Background: an optimization exercise with open tools, aiming at small area, a short achievable clock period and few clock cycles per item. Do not read the settings as production practice.

==> module sorted_unique_set_engine, before the edit <==
module sorted_unique_set_engine (
  input  wire logic        clk,
  input  wire logic        rst_n,
  input  wire logic        in_valid,
  output logic             in_ready,
  input  wire logic [1:0]  in_kind,
  input  wire logic [31:0] in_value,
  output logic             out_valid,
  input  wire logic        out_ready,
  output logic             out_was_present,
  output logic [1:0]       out_status,
  output logic [4:0]       out_entry_count
);
  localparam int N = sus_pkg::CAPACITY;
  logic          rdy_r;
  logic          acc;
  logic [N-1:0]  slot_vld;
  logic [N-1:0]  slot_vld_nxt;   
  logic [N-1:0]  eq_v;
  sus_pkg::cnt_t cnt_r;
  logic          b_vld;
  logic          b_ins, b_del;
  logic [N-1:0]  b_match;      
  logic [N/4-1:0] b_grp;       
  logic [N-1:0]  loc;          
  logic          present;
  logic          full;
  logic          do_ins, do_del;
  logic [N-1:0]  tgt;          
  logic [N-1:0]  spare;        
  logic [N-1:0]  spare_first;  
  logic [N-1:0]  tgt_nxt;
  sus_pkg::cnt_t cnt_nxt;
  logic [1:0]    status;
  logic [7:0]    res;
  assign in_ready = rdy_r;
  assign acc      = in_valid && rdy_r;
  for (genvar i = 0; i < N; i++) begin : g_cell
    sus_cell u_cell (
      .clk     (clk),
      .vld_nxt (slot_vld_nxt[i]),
      .key     (in_value),
      .eq      (eq_v[i])
    );
    if (i == 0) begin : g_first
      assign spare_first[i] = spare[i];
    end else begin : g_rest
      assign spare_first[i] = spare[i] && !(|spare[i-1:0]);
    end
  end
  always_ff @(posedge clk) begin
    b_vld   <= rst_n && acc;
    b_ins   <= in_kind == sus_pkg::KIND_INSERT;
    b_del   <= in_kind == sus_pkg::KIND_DELETE;
    b_match <= eq_v & slot_vld_nxt;
    for (int g = 0; g < N / 4; g++) b_grp[g] <= |(eq_v[4*g +: 4] & slot_vld_nxt[4*g +: 4]);
  end
  assign loc     = b_match;
  assign present = |b_grp;
  assign full    = cnt_r[sus_pkg::CNT_W-1];
  assign do_ins  = b_vld && b_ins && !present && !full;
  assign do_del  = b_vld && b_del && present;
  assign spare   = ~slot_vld & ~tgt;
  assign tgt_nxt = do_ins ? spare_first
                 : ((|tgt) ? tgt : ({N{b_vld && b_del}} & loc));
  assign slot_vld_nxt = (slot_vld & ~({N{b_vld && b_del}} & loc))
                      | ({N{do_ins}} & tgt);
  always_comb begin
    cnt_nxt = cnt_r;
    if (do_ins) cnt_nxt = cnt_r + 1'b1;
    if (do_del) cnt_nxt = cnt_r - 1'b1;
  end
  always_comb begin
    status = sus_pkg::ST_DONE;
    if (b_ins) begin
      if (present)   status = sus_pkg::ST_NOCHG;
      else if (full) status = sus_pkg::ST_FULL;
    end else if (b_del) begin
      if (!present)  status = sus_pkg::ST_NOCHG;
    end
  end
  assign res = {present, status, cnt_nxt};
  always_ff @(posedge clk) begin
    if (!rst_n) begin
      slot_vld <= '0;
      tgt      <= N'(1);
      cnt_r    <= '0;
    end else begin
      slot_vld <= slot_vld_nxt;
      tgt      <= tgt_nxt;
      cnt_r    <= cnt_nxt;
    end
  end
  localparam int D = 3;
  logic [D-1:0]       q_vld;
  logic [7:0]         h_dat;     
  logic [D-1:1][3:0]  q_dat;     
  logic               pop;
  logic [D-1:0]       q_sh;      
  logic [D-1:0]       q_vld_nxt;
  logic [3:0]         res_s;     
  logic [4:0]         nxt_cnt;   
  assign res_s = {res[7:5], do_ins || do_del};
  assign pop  = q_vld[0] && out_ready;
  assign q_sh = pop ? {1'b0, q_vld[D-1:1]} : q_vld;
  assign q_vld_nxt = b_vld ? {q_sh[D-2:0], 1'b1} : q_sh;
  always_ff @(posedge clk) begin
    if (!rst_n) begin
      q_vld <= '0;
      rdy_r <= 1'b1;
    end else begin
      q_vld <= q_vld_nxt;
      rdy_r <= !q_vld_nxt[D-1] && !(q_vld_nxt[D-2] && acc);
    end
  end
  always_comb begin
    nxt_cnt = h_dat[4:0];
    if (q_dat[1][0]) nxt_cnt = q_dat[1][3] ? h_dat[4:0] - 1'b1 : h_dat[4:0] + 1'b1;
  end
  always_ff @(posedge clk) begin
    if (!q_sh[0])  h_dat <= res;
    else if (pop)  h_dat <= {q_dat[1][3:1], nxt_cnt};
  end
  for (genvar p = 1; p < D; p++) begin : g_q
    logic [3:0] nxt;    
    if (p < D - 1) begin : g_sh
      assign nxt = pop ? q_dat[p+1] : q_dat[p];
    end else begin : g_last
      assign nxt = q_dat[p];
    end
    always_ff @(posedge clk) begin
      q_dat[p] <= q_sh[p] ? nxt : res_s;
    end
  end
  assign out_valid       = q_vld[0];
  assign out_was_present = h_dat[7];
  assign out_status      = h_dat[6:5];
  assign out_entry_count = h_dat[4:0];
endmodule
Settings: LEC_CHECK=0, CAP_MARGIN=20, CORE_MARGIN=2, CORE_UTILIZATION=40, SETUP_SLACK_MARGIN=3.7, SLEW_MARGIN=20; clock period 6.0 ns.
standard.sh (not shown) runs the stock make flow with config.mk's settings and CLKGATE_MAP_FILE= SYNTH_SCRIPT=/design/flow/synth_recipe.tcl, a recipe that flattens the netlist after the stock synthesis.
==> flow/flow/run.sh <==
#!/bin/bash
# The standard layout (standard.sh) with two changes: clock tree synthesis
# uses larger sink clusters and no dummy loads, for a smaller clock tree; and
# the buffers that the standard flow puts on every input and output port are
# buf_2 cells instead of delay buffers. Everything else (synthesis, floorplan,
# power grid, placement, routing) is the standard flow's. make's full output
# goes to flow_make.log.
set -euo pipefail
CTS="-sink_clustering_enable -repair_clock_nets -sink_clustering_size 25 -sink_clustering_max_diameter 70 -dont_use_dummy_load"
BUF="-buffer_cell sky130_fd_sc_hd__buf_2"
sed "s|\"\${@:-finish}\"|CTS_ARGS=\"$CTS\" BUFFER_PORTS_ARGS=\"$BUF\" \"\${@:-finish}\"|" standard.sh > lean.sh
grep -q "CTS_ARGS=" lean.sh
bash lean.sh > flow_make.log 2>&1
Next try:
--- a/flow/design.v
+++ b/flow/design.v
@@ -49,21 +49,17 @@
   logic [N-1:0]  slot_vld_nxt;   
   logic [N-1:0]  eq_v;
   sus_pkg::cnt_t cnt_r;
   logic          b_vld;
   logic          b_ins, b_del;
   logic [N-1:0]  b_match;      
-  logic [N/4-1:0] b_grp;       
   logic [N-1:0]  loc;          
   logic          present;
   logic          full;
   logic          do_ins, do_del;
   logic [N-1:0]  tgt;          
-  logic [N-1:0]  spare;        
-  logic [N-1:0]  spare_first;  
-  logic [N-1:0]  tgt_nxt;
   sus_pkg::cnt_t cnt_nxt;
   logic [1:0]    status;
   logic [7:0]    res;
   assign in_ready = rdy_r;
   assign acc      = in_valid && rdy_r;
   for (genvar i = 0; i < N; i++) begin : g_cell
@@ -71,32 +67,28 @@
       .clk     (clk),
       .vld_nxt (slot_vld_nxt[i]),
       .key     (in_value),
       .eq      (eq_v[i])
     );
     if (i == 0) begin : g_first
-      assign spare_first[i] = spare[i];
+      assign tgt[i] = !slot_vld[i];
     end else begin : g_rest
-      assign spare_first[i] = spare[i] && !(|spare[i-1:0]);
+      assign tgt[i] = !slot_vld[i] && (&slot_vld[i-1:0]);
     end
   end
   always_ff @(posedge clk) begin
     b_vld   <= rst_n && acc;
     b_ins   <= in_kind == sus_pkg::KIND_INSERT;
     b_del   <= in_kind == sus_pkg::KIND_DELETE;
-    b_match <= eq_v & slot_vld_nxt;
-    for (int g = 0; g < N / 4; g++) b_grp[g] <= |(eq_v[4*g +: 4] & slot_vld_nxt[4*g +: 4]);
+    b_match <= eq_v;
   end
-  assign loc     = b_match;
-  assign present = |b_grp;
+  assign loc     = b_match & slot_vld;
+  assign present = |loc;
   assign full    = cnt_r[sus_pkg::CNT_W-1];
   assign do_ins  = b_vld && b_ins && !present && !full;
   assign do_del  = b_vld && b_del && present;
-  assign spare   = ~slot_vld & ~tgt;
-  assign tgt_nxt = do_ins ? spare_first
-                 : ((|tgt) ? tgt : ({N{b_vld && b_del}} & loc));
   assign slot_vld_nxt = (slot_vld & ~({N{b_vld && b_del}} & loc))
                       | ({N{do_ins}} & tgt);
   always_comb begin
     cnt_nxt = cnt_r;
     if (do_ins) cnt_nxt = cnt_r + 1'b1;
     if (do_del) cnt_nxt = cnt_r - 1'b1;
@@ -111,17 +103,15 @@
     end
   end
   assign res = {present, status, cnt_nxt};
   always_ff @(posedge clk) begin
     if (!rst_n) begin
       slot_vld <= '0;
-      tgt      <= N'(1);
       cnt_r    <= '0;
     end else begin
       slot_vld <= slot_vld_nxt;
-      tgt      <= tgt_nxt;
       cnt_r    <= cnt_nxt;
     end
   end
   localparam int D = 3;
   logic [D-1:0]       q_vld;
   logic [7:0]         h_dat;     
=>
- hold slack improved by 0.062 ns
- final cell count came out lower by a few percent
- global-route usage came out higher by 1.2 points
- worst setup slack got worse by 0.051 ns
- routed wire length stays flat
Function was not checked in any run of this note: the RTL went through the layout flow alone.

==> afterwards: timing with drivers on the ports <==
The flow's constraints put no driver on any port. The routed layouts listed below were extracted and timed again, unchanged, in two steps. Step 1, drivers: a clkbuf_16 drives clk and a buf_2 each remaining input, both assumed. Step 2, shift: input delay + t, output delay - t, t = (earliest + latest rising clock arrival at the registers) / 2. This alone moves slack from input paths to output paths. a / b / c = ideal ports / drivers / drivers and shift; a / b = the first two.
| run | t (ns) | setup WS [ns] | hold slack, ns | worst setup path at the end | slew at the worst register clock pin (ns) |
|---|---|---|---|---|---|
| the first run | 0.615 | 3.640 / 3.583 / 3.053 | 0.440 / 0.440 / 0.440 | input to register | 0.10 / 0.10 |
| the second run | 0.663 | 3.589 / 3.529 / 3.108 | 0.502 / 0.502 / 0.502 | input to register | 0.10 / 0.10 |
After both steps setup and hold are still met in every run listed. The setup slack of the first run, which loses most, moves by -0.057 ns with the drivers and by -0.587 ns with both steps.
